This is an optimization exercise on Yosys and OpenROAD, whose aim is small area, a short achievable clock period and few clock cycles, not a production implementation. In this exercise RTL edits were held to simulation tests only and were not proved equivalent to the original.

==> flow/design.v <==
`timescale 1ns / 1ps
package mexp_pkg;
	localparam int unsigned FIELD_BITS = 32;
endpackage
`timescale 1ns / 1ps
module mexp_unit #(
	parameter int W = 32
) (
	input  logic         bit_i,
	input  logic [W-1:0] r_i,
	input  logic [W-1:0] a_i,
	input  logic [W-1:0] m_i,
	output logic [W-1:0] y_o
);
	localparam int X = W + 3;
	logic [X-1:0] r2, p, nm1, nm2;
	logic [X-1:0] s1, c1, s2, c2;
	logic [X-1:0] t, x1, x2;
	assign r2  = {2'b00, r_i, 1'b0};
	assign p   = bit_i ? {3'b000, a_i} : '0;
	assign nm1 = ~{3'b000, m_i};
	assign nm2 = ~{2'b00, m_i, 1'b0};
	assign s1 = r2 ^ p ^ nm1;
	assign c1 = {((r2 & p) | (r2 & nm1) | (p & nm1)), 1'b1};
	assign s2 = r2 ^ p ^ nm2;
	assign c2 = {((r2 & p) | (r2 & nm2) | (p & nm2)), 1'b1};
	assign t  = r2 + p;
	assign x1 = s1 + c1;
	assign x2 = s2 + c2;
	always_comb begin
		if (!x2[X-1]) begin
			y_o = x2[W-1:0];
		end else if (!x1[X-1]) begin
			y_o = x1[W-1:0];
		end else begin
			y_o = t[W-1:0];
		end
	end
endmodule
`timescale 1ns / 1ps
module modular_exponentiation #(
	parameter int OPERAND_BITS = 32
) (
	input  logic        clk,
	input  logic        arst_n,
	input  logic        s_tvalid,
	output logic        s_tready,
	input  logic [95:0] s_tdata,
	output logic        m_tvalid,
	input  logic        m_tready,
	output logic [31:0] m_tdata,
	output logic        m_tuser
);
	localparam int W = OPERAND_BITS;
	typedef enum logic [2:0] {
		S_IDLE = 3'd0,
		S_CHK  = 3'd1,
		S_SKIP = 3'd2,
		S_RUN  = 3'd3,
		S_FRST = 3'd6,
		S_DONE = 3'd4,
		S_OUT  = 3'd5
	} seq_state_t;
	seq_state_t   state_q;
	logic [W-1:0] mod_q;
	logic [W-1:0] acc_q;
	logic [W-1:0] r_q;
	logic         bit_q;
	logic         sq_q;
	logic [4:0]   cnt_q;
	logic [4:0]   eidx_q;
	logic         err_q;
	logic [W-1:0] in_b;
	logic [W-1:0] in_e;
	logic [W-1:0] step;
	logic         ebit;
	logic         last;
	assign in_b = s_tdata[31:0];
	assign in_e = s_tdata[63:32];
	assign ebit = in_e[eidx_q];
	assign last = (cnt_q == 5'd0);
	mexp_unit #(
		.W(W)
	) u_unit (
		.bit_i(bit_q),
		.r_i  (r_q),
		.a_i  (acc_q),
		.m_i  (mod_q),
		.y_o  (step)
	);
	always_ff @(posedge clk) begin
		mod_q <= s_tdata[95:64];
	end
	always_ff @(posedge clk or negedge arst_n) begin
		if (!arst_n) begin
			state_q <= S_IDLE;
		end else begin
			unique case (state_q)
				S_IDLE: begin
					if (s_tvalid) begin
						state_q <= S_CHK;
					end
				end
				S_CHK: begin
					if (mod_q == '0 || in_e == '0) begin
						state_q <= S_DONE;
					end else begin
						state_q <= S_SKIP;
					end
				end
				S_SKIP: begin
					if (ebit) begin
						state_q <= S_FRST;
					end
				end
				S_FRST: begin
					state_q <= S_RUN;
				end
				S_RUN: begin
					if (last) begin
						if (!(sq_q && ebit) && eidx_q == 5'd0) begin
							state_q <= S_DONE;
						end else begin
							state_q <= S_FRST;
						end
					end
				end
				S_DONE: begin
					state_q <= S_OUT;
				end
				S_OUT: begin
					if (m_tready) begin
						state_q <= s_tvalid ? S_CHK : S_IDLE;
					end
				end
				default: begin
					state_q <= S_IDLE;
				end
			endcase
		end
	end
	always_ff @(posedge clk) begin
		if (state_q == S_RUN) begin
			r_q <= step;
		end else if (state_q == S_FRST && (sq_q ? acc_q[W-1] : in_b[W-1])) begin
			r_q <= acc_q;
		end else begin
			r_q <= '0;
		end
	end
	always_ff @(posedge clk) begin
		unique case (state_q)
			S_CHK: begin
				err_q  <= (mod_q == '0);
				acc_q  <= (mod_q == '0) ? W'(0) : W'(1);
				eidx_q <= 5'd31;
			end
			S_SKIP: begin
				sq_q  <= 1'b0;
				if (!ebit) begin
					eidx_q <= eidx_q - 5'd1;
				end
			end
			S_FRST: begin
				cnt_q <= 5'd30;
				bit_q <= sq_q ? acc_q[W-2] : in_b[W-2];
			end
			S_RUN: begin
				if (!last) begin
					cnt_q <= cnt_q - 5'd1;
					bit_q <= sq_q ? acc_q[cnt_q - 5'd1] : in_b[cnt_q - 5'd1];
				end else begin
					acc_q <= step;
					if (sq_q && ebit) begin
						sq_q  <= 1'b0;
					end else begin
						sq_q   <= 1'b1;
						eidx_q <= eidx_q - 5'd1;
					end
				end
			end
			default: begin
			end
		endcase
	end
	assign s_tready = (state_q == S_DONE);
	assign m_tvalid = (state_q == S_OUT);
	assign m_tdata  = acc_q;
	assign m_tuser  = err_q;
endmodule
Settings: LEC_CHECK=0, CAP_MARGIN=20, CORE_MARGIN=2, CORE_UTILIZATION=60, SETUP_SLACK_MARGIN=2.5, SLEW_MARGIN=20, TNS_END_PERCENT=100; clock period 7.0 ns.
run.sh (not shown) runs the stock make flow with config.mk's settings and CLKGATE_MAP_FILE= SYNTH_SCRIPT=/design/flow/synth_recipe.tcl, a recipe that flattens the netlist after the stock synthesis.
Testbench counts at the start, summed over its fixed seeds: cycles 282,571.
Then changed:
- CORE_UTILIZATION: 60 -> 40
Sequential cell count stays the same.
Routed wire length is higher by a little under a tenth.
Count of clock-buffer cells in the layout shrinks by 1.
Die area increases by well over a third.
Then changed:
- SETUP_SLACK_MARGIN: 2.5 -> 3.0
What happened: The new run passed the timing, design-rule and antenna checks; global-route usage rises by 0.88 points; worst hold slack loses 5.8 ps; final cell count went up by 2.3%; setup slack gains 300 ps; design area goes up by 8.3%; critical path depth is higher by 1; fmax climbs by 7.4%.
Then changed:
==> flow/flow/run.sh (new file) <==
#!/bin/bash
# layout flow: the standard one, except that the port buffers (every input and output port still
# gets one) are the platform's smallest plain buffer instead of the delay buffer buffer_ports picks
bash standard.sh "BUFFER_PORTS_ARGS=-buffer_cell sky130_fd_sc_hd__buf_1" finish > standard.log 2>&1
==> flow/standard.sh (new file) <==
#!/bin/bash
# synth_recipe.tcl (not shown) runs the flow's synth.tcl, then flattens the netlist and writes it again
# the make line also repeats each setting of config.mk as NAME=value (left out here)
make -C /OpenROAD-flow-scripts/flow DESIGN_CONFIG=/design/flow/config.mk WORK_HOME=/design/flow/orfs CLKGATE_MAP_FILE= SYNTH_SCRIPT=/design/flow/synth_recipe.tcl "${@:-finish}"
- CORE_UTILIZATION: 40 -> 55
- SETUP_SLACK_MARGIN: 3.0 -> 2.75
removed: flow/run.sh
Result:
- worst hold slack degrades by 8.8 ps
- wire length is lower by 8.1%
- setup slack degrades by 160 ps
- final cell count is lower by 7.5%
- first-iteration DRC count is lower by 20%
- register-to-register slack degrades by 160 ps
- core utilization is higher by 10 points
Then changed:
- CORE_UTILIZATION: 55 -> 40
- SETUP_SLACK_MARGIN: 2.75 -> 2.5
Non-clock buffer count is lower by 11.
Die area is higher by 36%.
Clock-buffer cell count is higher by 1.
Synthesized area is unchanged.
Worst setup slack degrades by 230 ps.
Cell count is higher by 5.7%.
Hold slack improves by 5.8 ps.
First-iteration DRC count is higher by 7.5%.
Then changed:
==> flow/run.sh (new file) <==
#!/bin/bash
# synth_recipe.tcl (not shown) runs the flow's synth.tcl, then flattens the netlist and writes it again
# the make line also repeats each setting of config.mk as NAME=value (left out here)
make -C /OpenROAD-flow-scripts/flow DESIGN_CONFIG=/design/flow/config.mk WORK_HOME=/design/flow/orfs CLKGATE_MAP_FILE= SYNTH_SCRIPT=/design/flow/synth_recipe.tcl finish
- ABC_AREA: not set -> 1
removed: flow/flow/run.sh
removed: flow/standard.sh
Outcome:
- The new run produced a clean layout
- die area goes up by about a fifth
- design area goes up by about a fifth
- clock-buffer cell count goes down by 1
- routed wire length goes up by well over a third
- sequential cell count is unchanged
- setup slack gains 210 ps
- synthesized area goes up by about a fifth
- register-to-register slack gains 210 ps

========
## wip/maple
// modular_exponentiation: RTL as listed in full above, without the edits since
Settings: LEC_CHECK=0, CAP_MARGIN=20, CORE_MARGIN=2, CORE_UTILIZATION=40, SETUP_SLACK_MARGIN=3.0, SLEW_MARGIN=20, TNS_END_PERCENT=100; clock period 7.0 ns.
standard.sh (not shown) runs the stock make flow with config.mk's settings and CLKGATE_MAP_FILE= SYNTH_SCRIPT=/design/flow/synth_recipe.tcl, a recipe that flattens the netlist after the stock synthesis.
==> flow/flow/run.sh <==
#!/bin/bash
# layout flow: the standard one, except that the port buffers (every input and output port still
# gets one) are the platform's smallest plain buffer instead of the delay buffer buffer_ports picks
bash standard.sh "BUFFER_PORTS_ARGS=-buffer_cell sky130_fd_sc_hd__buf_1" finish > standard.log 2>&1
wip/maple | stages: all done | timing, DRC, antenna: all pass
Testbench counts of wip/maple, summed over its fixed seeds: cycles 282,571.
The inputs of wip/willow differ from those of wip/maple as listed below.
==> flow/run.sh (new file) <==
#!/bin/bash
# synth_recipe.tcl (not shown) runs the flow's synth.tcl, then flattens the netlist and writes it again
# the make line also repeats each setting of config.mk as NAME=value (left out here)
make -C /OpenROAD-flow-scripts/flow DESIGN_CONFIG=/design/flow/config.mk WORK_HOME=/design/flow/orfs CLKGATE_MAP_FILE= SYNTH_SCRIPT=/design/flow/synth_recipe.tcl finish
diff --git a/flow/config.mk b/flow/config.mk
--- a/flow/config.mk
+++ b/flow/config.mk
@@ -11 +11 @@
-export SETUP_SLACK_MARGIN = 3.0
+export SETUP_SLACK_MARGIN = 2.0
removed: flow/flow/run.sh
removed: flow/standard.sh
Findings:
- Compared wip/willow vs wip/maple, and reg2reg setup slack is down in wip/willow.
- The run showing the smaller signed area change from the synthesized netlist to the final layout is wip/willow.
- Most common library cell in the layout ignoring fill and taps = clkdlybuf4s50_1: wip/willow; most common library cell in the layout ignoring fill and taps = buf_1: wip/maple
- Worst-path maximum fanout was higher in the run labelled wip/willow.
- Against wip/maple, wip/willow comes in 3.9% lower on design area.
- When the final numbers for wip/willow and wip/maple were put side by side, the area share of buffers outside the clock network turned out to be greater in wip/willow.
- Between wip/willow and wip/maple, it is wip/willow whose wire length reported by the detailed router is lower, by 1.7 mm.
- Cmp wip/willow and wip/maple / amount of wire on met2 after detailed routing / higher: wip/maple
- [compare] base=wip/maple new=wip/willow: timing-limited maximum frequency lower; core utilization went down.

========
modular_exponentiation, a different RTL version from the one above (not shown whole).
For scale: roughly 110 flip-flops, about 11000 um2 of cells after synthesis.
export LEC_CHECK = 0
export CAP_MARGIN = 20
export CORE_MARGIN = 2
export CORE_UTILIZATION = 40
export SETUP_SLACK_MARGIN = 2.25
export SLEW_MARGIN = 20
export TNS_END_PERCENT = 100
create_clock -name core_clock -period 7.0 [get_ports {clk}]
==> flow/flow/run.sh <==
#!/bin/bash
# layout flow: the standard one, except that the port buffers (every input and output port still
# gets one) are the platform's smallest plain buffer instead of the delay buffer buffer_ports picks
bash standard.sh "BUFFER_PORTS_ARGS=-buffer_cell sky130_fd_sc_hd__buf_1" finish > standard.log 2>&1
Testbench counts at the start, summed over its fixed seeds: cycles 282,571.
Rerun with:
- CORE_UTILIZATION: 40 -> 55
- SETUP_SLACK_MARGIN: 2.25 -> 2.5
Sequential share of layout area shrinks by 0.17 points.
Count of clock-buffer cells in the layout grows by 1.
Design area grows slightly.
Rerun with:
- CORE_UTILIZATION: 55 -> 40
- SETUP_SLACK_MARGIN: 2.5 -> 2.9
The changed run completed without violations.
Cell area increases by 7.6%.
First-iteration DRC count came out higher by 30%.
Via count grows by 3.7%.
Critical path depth is higher by 1.
Synthesized cell count stays the same.
Wire length is higher by 13%.
Global-route usage went down by 6.0 points.
Rerun with:
- SETUP_SLACK_MARGIN: 2.9 -> 2.6
The new run finished with timing, DRC and antenna clean.
Area after synthesis is unchanged.
Design area goes down by about 7%.
Wire length goes down by about 5%.
Synthesized cell count stays the same.

========
Setup of exp/garnet:
Starting RTL as in the previous note.
export LEC_CHECK = 0
export CAP_MARGIN = 20
export CORE_MARGIN = 2
export CORE_UTILIZATION = 55
export SETUP_SLACK_MARGIN = 2.75
export SLEW_MARGIN = 20
export TNS_END_PERCENT = 100
create_clock -name core_clock -period 7.0 [get_ports {clk}]
Scripts as last shown in full above: flow/flow/run.sh
exp/garnet reached the end of the flow, and the finished layout is clean on the timing, design-rule and antenna checks.
Testbench counts of exp/garnet, summed over its fixed seeds: cycles 282,571.
[inputs] exp/raven vs exp/garnet
- a change of CORE_UTILIZATION from 55 to 40
- a change of SETUP_SLACK_MARGIN from 2.75 to 2.7
## What came out
- exp/raven vs. exp/garnet: post-CTS setup buffer count did not really move, die footprint went up, achievable clock frequency went up, wire length of the first global-routing pass went up.
- On period utilization, the lower figure sits with exp/raven, not exp/garnet.
- Utilization after layout was lower in exp/raven than in exp/garnet.
Edits applied to the flow inputs when going from exp/raven to exp/tundra:
- SETUP_SLACK_MARGIN: 2.7 -> 2.5
==> notes.md <==
- Setup slack: exp/tundra less than exp/raven
- Per the comparison of exp/tundra with exp/raven, final area shows a reduction of about 0.8%, worst-case hold slack ~0 delta.
Modified inputs, exp/lagoon compared to exp/tundra
- SETUP_SLACK_MARGIN changed from 2.5 to 2.6
- CORE_UTILIZATION changed from 40 to 55
--- outcome ---
Looking at the reports, exp/lagoon completed the entire flow and the layout it produced met the timing, design-rule and antenna checks. exp/lagoon against exp/tundra: core outline area went down, worst-case headroom to the max-slew limit +8.6 points, final period demand of the worst path went down 0.066 ns, design area saw an increase.

========
== delta ==
modular_exponentiation, a different RTL version from the one above (not shown whole).
Size in the first run: ~150 flip-flops, about 140 I/O pins.
## modular_exponentiation
module modular_exponentiation #(
	parameter int OPERAND_BITS = 32
) (
	input  logic        clk,
	input  logic        arst_n,
	input  logic        s_tvalid,
	output logic        s_tready,
	input  logic [95:0] s_tdata,
	output logic        m_tvalid,
	input  logic        m_tready,
	output logic [31:0] m_tdata,
	output logic        m_tuser
);
==> flow/config.mk <==
export PLATFORM = sky130hd
export DESIGN_NAME = modular_exponentiation
export DESIGN_NICKNAME = modular_exponentiation
export VERILOG_FILES = /design/flow/design.v
export SDC_FILE = /design/flow/constraint.sdc
export NUM_CORES = 4
export LEC_CHECK = 0
export CAP_MARGIN = 20
export CORE_MARGIN = 2
export CORE_UTILIZATION = 40
export SETUP_SLACK_MARGIN = 2.5
export SLEW_MARGIN = 20
export TNS_END_PERCENT = 100
==> flow/constraint.sdc <==
create_clock -name core_clock -period 7.0 [get_ports {clk}]
set_input_delay 1.4000 -clock core_clock [delete_from_list [all_inputs] [get_ports {clk}]]
set_output_delay 1.4000 -clock core_clock [all_outputs]
set_load 0.01 [all_outputs]
==> flow/flow/run.sh <==
#!/bin/bash
# layout flow: the standard one, except that repair may resize cells to any footprint
# (the platform default limits resizing to cells of the same footprint)
bash standard.sh MATCH_CELL_FOOTPRINT=0 finish > standard.log 2>&1
Testbench counts of delta, summed over its fixed seeds: cycles 282,571.
Inputs modified between delta and beta:
==> flow/run.sh (new file) <==
#!/bin/bash
# synth_recipe.tcl (not shown) runs the flow's synth.tcl, then flattens the netlist and writes it again
# the make line also repeats each setting of config.mk as NAME=value (left out here)
make -C /OpenROAD-flow-scripts/flow DESIGN_CONFIG=/design/flow/config.mk WORK_HOME=/design/flow/orfs CLKGATE_MAP_FILE= SYNTH_SCRIPT=/design/flow/synth_recipe.tcl finish
removed: flow/flow/run.sh
removed: flow/standard.sh
Results
beta vs. delta: worst hold slack essentially unchanged; utilization after layout did not really move. delta → beta: antenna diode count saw little to no change, count of clock-buffer cells in the layout saw little to no change, critical path arrival saw little to no change. The final layout from beta, which completed every stage, passed the timing, design-rule and antenna checks at the end of the flow.

========
Another version of the RTL of modular_exponentiation (not shown whole).
For scale: about 1400 cells after synthesis, roughly 110 flip-flops, ~140 I/O pins.
==> flow/config.mk <==
export PLATFORM = sky130hd
export DESIGN_NAME = modular_exponentiation
export DESIGN_NICKNAME = modular_exponentiation
export VERILOG_FILES = /design/flow/design.v
export SDC_FILE = /design/flow/constraint.sdc
export NUM_CORES = 4
export LEC_CHECK = 0
export CAP_MARGIN = 20
export CORE_MARGIN = 2
export CORE_UTILIZATION = 40
export SETUP_SLACK_MARGIN = 2.5
export SLEW_MARGIN = 20
export TNS_END_PERCENT = 100
==> flow/constraint.sdc <==
create_clock -name core_clock -period 7.0 [get_ports {clk}]
set_input_delay 1.4000 -clock core_clock [delete_from_list [all_inputs] [get_ports {clk}]]
set_output_delay 1.4000 -clock core_clock [all_outputs]
set_load 0.01 [all_outputs]
run.sh (not shown) runs the stock make flow with config.mk's settings and CLKGATE_MAP_FILE= SYNTH_SCRIPT=/design/flow/synth_recipe.tcl, a recipe that flattens the netlist after the stock synthesis.
Stock flow here: none of the scripts above is used.
Testbench counts at the start, summed over its fixed seeds: cycles 282,571.
Rerun with:
==> flow/flow/run.sh (new file) <==
#!/bin/bash
# layout flow: the standard one, except that repair may resize cells to any footprint
# (the platform default limits resizing to cells of the same footprint)
bash standard.sh MATCH_CELL_FOOTPRINT=0 finish > standard.log 2>&1
==> flow/standard.sh (new file) <==
#!/bin/bash
# synth_recipe.tcl (not shown) runs the flow's synth.tcl, then flattens the netlist and writes it again
# the make line also repeats each setting of config.mk as NAME=value (left out here)
make -C /OpenROAD-flow-scripts/flow DESIGN_CONFIG=/design/flow/config.mk WORK_HOME=/design/flow/orfs CLKGATE_MAP_FILE= SYNTH_SCRIPT=/design/flow/synth_recipe.tcl "${@:-finish}"
removed: flow/run.sh
After rerunning:
- The new run produced a clean layout
- first-iteration DRC count is unchanged
- sequential share of layout area stays the same
- utilization is unchanged
- global-route usage does not change
- setup slack does not change

[re-timing with driven ports]
How much do the figures lean on ideal ports? The routed layouts below were timed once more, with nothing changed but the port constraints. Step 1 (the two cells are an assumption about what drives the block):
set clk [get_ports {clk}]
set_driving_cell -lib_cell sky130_fd_sc_hd__clkbuf_16 $clk
set_driving_cell -lib_cell sky130_fd_sc_hd__buf_2 [delete_from_list [all_inputs] $clk]
Step 2, shift: input delay + t, output delay - t, t = (earliest + latest rising clock arrival at the registers) / 2. This alone moves slack from input paths to output paths. Slacks: no drivers / after step 1 / after step 2; pairs: no drivers / after step 1.
run	shift t [ns]	setup slack, ns	latest minus earliest clock arrival (ns)
the first run of note 1	0.412	2.660 / 2.660 / 2.660	0.012 / 0.011
the second run of note 1	0.418	2.695 / 2.695 / 2.695	0.014 / 0.014
the third run of note 1	0.419	2.993 / 2.993 / 2.993	0.015 / 0.015
the fourth run of note 1	0.422	2.830 / 2.830 / 2.830	0.013 / 0.012
the fifth run of note 1	0.416	2.601 / 2.601 / 2.601	0.019 / 0.019
the sixth run of note 1	0.421	2.815 / 2.815 / 2.815	0.014 / 0.014
wip/maple	0.421	2.862 / 2.862 / 2.862	0.020 / 0.019
wip/willow	0.416	2.224 / 2.224 / 2.224	0.013 / 0.013
the first run of note 3	0.418	2.464 / 2.464 / 2.464	0.009 / 0.008
the second run of note 3	0.411	2.713 / 2.713 / 2.713	0.011 / 0.011
the third run of note 3	0.423	2.765 / 2.765 / 2.765	0.008 / 0.008
the fourth run of note 3	0.417	2.749 / 2.749 / 2.749	0.009 / 0.009
exp/garnet	0.412	2.786 / 2.786 / 2.786	0.011 / 0.010
exp/raven	0.419	2.857 / 2.857 / 2.857	0.008 / 0.007
exp/tundra	0.416	2.641 / 2.641 / 2.641	0.009 / 0.009
exp/lagoon	0.417	2.707 / 2.707 / 2.707	0.012 / 0.012
delta	0.508	2.710 / 2.710 / 2.710	0.015 / 0.015
beta	0.508	2.710 / 2.710 / 2.710	0.015 / 0.015
the first run of note 6	0.419	2.528 / 2.528 / 2.528	0.016 / 0.016
the second run of note 6	0.419	2.528 / 2.528 / 2.528	0.016 / 0.016
After both steps setup and hold are still met in every run listed.
